From an optimization exercise on the open Yosys and OpenROAD flow, aimed at small area, a short achievable clock period and few clock cycles per item; shortcuts taken in it are not production practice. No activity file was given, so power comes from the tool's default toggle rates.

== v6 ==
==> module cooperative_task_timer_table, before the edit <==
module cooperative_task_timer_table #(
	parameter int MAX_TASKS = 8
) (
	input  logic        clk,
	input  logic        arst_n,
	input  logic        s_tvalid,
	output logic        s_tready,
	input  logic [47:0] s_tdata,   
	input  logic [1:0]  s_tuser,   
	output logic        m_tvalid,
	input  logic        m_tready,
	output logic [15:0] m_tdata,   
	output logic [0:0]  m_tuser,   
	output logic        m_tlast
);
	localparam int N    = MAX_TASKS;
	localparam int TW   = ctt_pkg::TASKW;
	localparam int CW   = ctt_pkg::CNTW;
	localparam int NB   = CW / 4;                         
	localparam int SW   = ctt_pkg::SLOTW;
	localparam int BW   = SW + TW + ctt_pkg::STATW + 2;   
	logic [N-1:0]         valid_q;
	logic [N-1:0]         run_q;
	logic [N-1:0][TW-1:0] tid_q;
	logic [N-1:0][CW-1:0] ndly_q;    
	logic [N-1:0][NB-1:0] nz_q;      
	logic [N-1:0][CW-1:0] per_q;
	logic                 disp_q;    
	logic                 m_v_q;
	logic [BW-1:0]        m_q;
	logic                 out_rdy;
	logic                 acc;
	logic                 do_tick, do_add, do_del, do_disp;
	logic                 disp_go;
	logic [N-1:0]         due;
	logic [N-1:0]         add_sel;
	logic [N-1:0]         disp_sel;
	logic [N-1:0]         del_sel;
	logic [SW-1:0]        add_idx;
	logic [SW-1:0]        disp_idx;
	logic [TW-1:0]        disp_tid;
	logic                 any_free;
	logic                 any_due;
	logic                 more_due;
	logic [BW-1:0]        beat;
	logic [NB-1:0]        in_nz;
	assign out_rdy  = !m_v_q || m_tready;
	assign s_tready = !disp_q && out_rdy;
	assign acc      = s_tvalid && s_tready;
	assign do_tick  = acc && (s_tuser == 2'd0);
	assign do_add   = acc && (s_tuser == 2'd1);
	assign do_del   = acc && (s_tuser == 2'd2);
	assign do_disp  = acc && (s_tuser == 2'd3);
	assign disp_go  = do_disp || (disp_q && out_rdy);
	assign due      = valid_q & run_q;
	for (genvar k = 0; k < NB; k++) begin : g_in_nz
		assign in_nz[k] = (s_tdata[8+4*k +: 4] == 4'd0);
	end
	always_comb begin
		add_sel  = '0;
		disp_sel = '0;
		add_idx  = SW'(N);
		disp_idx = '0;
		disp_tid = '0;
		any_free = 1'b0;
		any_due  = 1'b0;
		more_due = 1'b0;
		for (int i = N - 1; i >= 0; i--) begin
			if (!valid_q[i]) begin
				add_sel  = '0;
				add_sel[i] = 1'b1;
				add_idx  = SW'(i);
				any_free = 1'b1;
			end
		end
		for (int i = N - 1; i >= 0; i--) begin
			if (due[i]) begin
				more_due = any_due;
				disp_sel = '0;
				disp_sel[i] = 1'b1;
				disp_idx = SW'(i);
				disp_tid = tid_q[i];
				any_due  = 1'b1;
			end
		end
	end
	always_comb begin
		del_sel = '0;
		del_sel[s_tdata[42:40]] = 1'b1;
	end
	always_comb begin
		beat = {1'b1, 1'b0, ctt_pkg::ST_OK, TW'(0), SW'(0)};
		if (disp_q || s_tuser == 2'd3) begin
			if (any_due) beat = {!more_due, 1'b1, ctt_pkg::ST_OK, disp_tid, disp_idx};
		end else if (s_tuser == 2'd1) begin
			beat = {1'b1, 1'b0, any_free ? ctt_pkg::ST_OK : ctt_pkg::ST_FULL, TW'(0), add_idx};
		end else if (s_tuser == 2'd2) begin
			beat = {1'b1, 1'b0, valid_q[s_tdata[42:40]] ? ctt_pkg::ST_OK : ctt_pkg::ST_EMPTY,
			        TW'(0), SW'(s_tdata[42:40])};
		end
	end
	for (genvar i = 0; i < N; i++) begin : g_slot
		logic [CW-1:0] dly;         
		logic          zero;        
		logic          load;        
		logic          t_rl;        
		logic          t_dec;       
		logic          keep;        
		logic [NB-1:0] pz;          
		logic [NB-1:0] bin;         
		logic [CW-1:0] bor;         
		logic [CW-1:0] nxt;         
		logic [NB-1:0] nxt_nz;      
		assign dly   = ~ndly_q[i];
		assign zero  = &nz_q[i];
		assign load  = do_add && add_sel[i];
		assign t_rl  = do_tick && zero;
		assign t_dec = do_tick && !zero;
		assign keep  = !(t_rl || load);
		for (genvar k = 0; k < NB; k++) begin : g_nib
			logic [3:0] d;
			assign d         = dly[4*k +: 4];
			assign pz[k]     = (per_q[i][4*k +: 4] == 4'd0);
			assign bin[k]    = (k == 0) ? t_dec : (t_dec && (&nz_q[i][k > 0 ? k - 1 : 0 : 0]));
			assign bor[4*k+0] = bin[k];
			assign bor[4*k+1] = bin[k] & !d[0];
			assign bor[4*k+2] = bin[k] & !d[0] & !d[1];
			assign bor[4*k+3] = bin[k] & !d[0] & !d[1] & !d[2];
			assign nxt_nz[k]  = bin[k] ? (d == 4'd1) : nz_q[i][k];
		end
		assign nxt = dly ^ bor;
		always_ff @(posedge clk) begin
			ndly_q[i] <= ~(({CW{t_rl}} & per_q[i]) | ({CW{load}} & s_tdata[23:8]) |
			               ({CW{keep}} & nxt));
			nz_q[i]   <= ({NB{t_rl}} & pz) | ({NB{load}} & in_nz) | ({NB{keep}} & nxt_nz);
		end
		always_ff @(posedge clk or negedge arst_n) begin
			if (!arst_n) begin
				valid_q[i] <= 1'b0;
			end else if (load) begin
				valid_q[i] <= 1'b1;
			end else if ((do_del && del_sel[i]) || (disp_go && disp_sel[i] && (&pz))) begin
				valid_q[i] <= 1'b0;
			end
		end
		always_ff @(posedge clk) begin
			if (t_rl) begin
				run_q[i] <= 1'b1;
			end
			if (load) begin
				tid_q[i] <= s_tdata[7:0];
				per_q[i] <= s_tdata[39:24];
				run_q[i] <= 1'b0;
			end
			if (disp_go && disp_sel[i]) begin
				run_q[i] <= 1'b0;
			end
		end
	end
	always_ff @(posedge clk or negedge arst_n) begin
		if (!arst_n) begin
			disp_q <= 1'b0;
		end else if (disp_go) begin
			disp_q <= more_due;
		end
	end
	always_ff @(posedge clk or negedge arst_n) begin
		if (!arst_n) begin
			m_v_q <= 1'b0;
		end else if (out_rdy) begin
			m_v_q <= acc || disp_q;
		end
	end
	always_ff @(posedge clk) begin
		m_q <= ({BW{out_rdy}} & beat) | ({BW{!out_rdy}} & m_q);
	end
	assign m_tvalid   = m_v_q;
	assign m_tdata    = {2'b00, m_q[SW+TW+1:0]};
	assign m_tuser[0] = m_q[BW-2];
	assign m_tlast    = m_q[BW-1];
endmodule
make LEC_CHECK=0 CAP_MARGIN=20 CORE_MARGIN=2 CORE_UTILIZATION=40 CTS_CLUSTER_DIAMETER=100 CTS_CLUSTER_SIZE=24 SETUP_SLACK_MARGIN=2.0 SLEW_MARGIN=20 finish   # period 4.0 ns
run.sh (not shown) runs the stock make flow with config.mk's settings and CLKGATE_MAP_FILE= SYNTH_SCRIPT=/design/flow/synth_recipe.tcl, a recipe that flattens the netlist after the stock synthesis.
--- input diff v6..v7 ---
diff --git a/flow/design.v b/flow/design.v
--- a/flow/design.v
+++ b/flow/design.v
@@ -166,14 +166,14 @@
 			logic [3:0] d;
 			assign d         = dly[4*k +: 4];
 			assign pz[k]     = (per_q[i][4*k +: 4] == 4'd0);
-			assign bin[k]    = (k == 0) ? t_dec : (t_dec && (&nz_q[i][k > 0 ? k - 1 : 0 : 0]));
+			assign bin[k]    = (k == 0) ? 1'b1 : (&nz_q[i][k > 0 ? k - 1 : 0 : 0]);
 			assign bor[4*k+0] = bin[k];
 			assign bor[4*k+1] = bin[k] & !d[0];
 			assign bor[4*k+2] = bin[k] & !d[0] & !d[1];
 			assign bor[4*k+3] = bin[k] & !d[0] & !d[1] & !d[2];
-			assign nxt_nz[k]  = bin[k] ? (d == 4'd1) : nz_q[i][k];
-		end
-		assign nxt = dly ^ bor;
+			assign nxt_nz[k]  = (t_dec && bin[k]) ? (d == 4'd1) : nz_q[i][k];
+		end
+		assign nxt = dly ^ ({CW{t_dec}} & bor);
 		always_ff @(posedge clk) begin
 			ndly_q[i] <= ~(({CW{t_rl}} & per_q[i]) | ({CW{load}} & s_tdata[23:8]) |
 			               ({CW{keep}} & nxt));
### Flow results
Floorplan row count up 1 in v7 wrt v6. [v7 vs v6] synthesis-to-finish area growth: lower in v7. v7 vs. v6: maximum number of pins on one net before global-route repair up 18%, cell area after synthesis climbed 2.7%, setup slack after layout rose by 0.31 ns, clock-buffer cell count shrank by 1, net switching fraction of the power has decreased. Cell count along the critical path delta for v7 relative to v6: 4 lower. Worst setup path endpoint: ndly_q[36]$_DFF_P_ -> v6, ndly_q[77]$_DFF_P_ -> v7.
No run of this note included a check of the RTL's function; only the layout flow was run.

port drivers added, routing unchanged:
In the flow no input, the clock included, has a driving cell. The finished layouts below were timed again as built, in two steps.
Step 1 (the two cells are an assumption about what drives the block):
set clk [get_ports {clk}]
set_driving_cell -lib_cell sky130_fd_sc_hd__clkbuf_16 $clk
set_driving_cell -lib_cell sky130_fd_sc_hd__buf_2 [delete_from_list [all_inputs] $clk]
Step 2, shift: input delay + t, output delay - t, t = (earliest + latest rising clock arrival at the registers) / 2. This alone moves slack from input paths to output paths.
Slacks: ideal / step 1 / step 2; pairs: ideal / step 1.
| run | t, ns | slack for setup (ns) | hold WS [ns] | worst data-port slew with drivers (ns) | pins driven straight from the clock port |
|---|---|---|---|---|---|
| v6 | 0.601 | 1.410 / 1.410 / 0.889 | 0.477 / 0.477 / 0.477 | 0.08 | 1 |
| v7 | 0.599 | 1.723 / 1.724 / 1.154 | 0.460 / 0.460 / 0.460 | 0.06 | 1 |
After both steps setup and hold are still met in every run listed. For v7, which loses most, drivers alone change the setup slack by +0.001 ns; drivers and shift together by -0.569 ns.
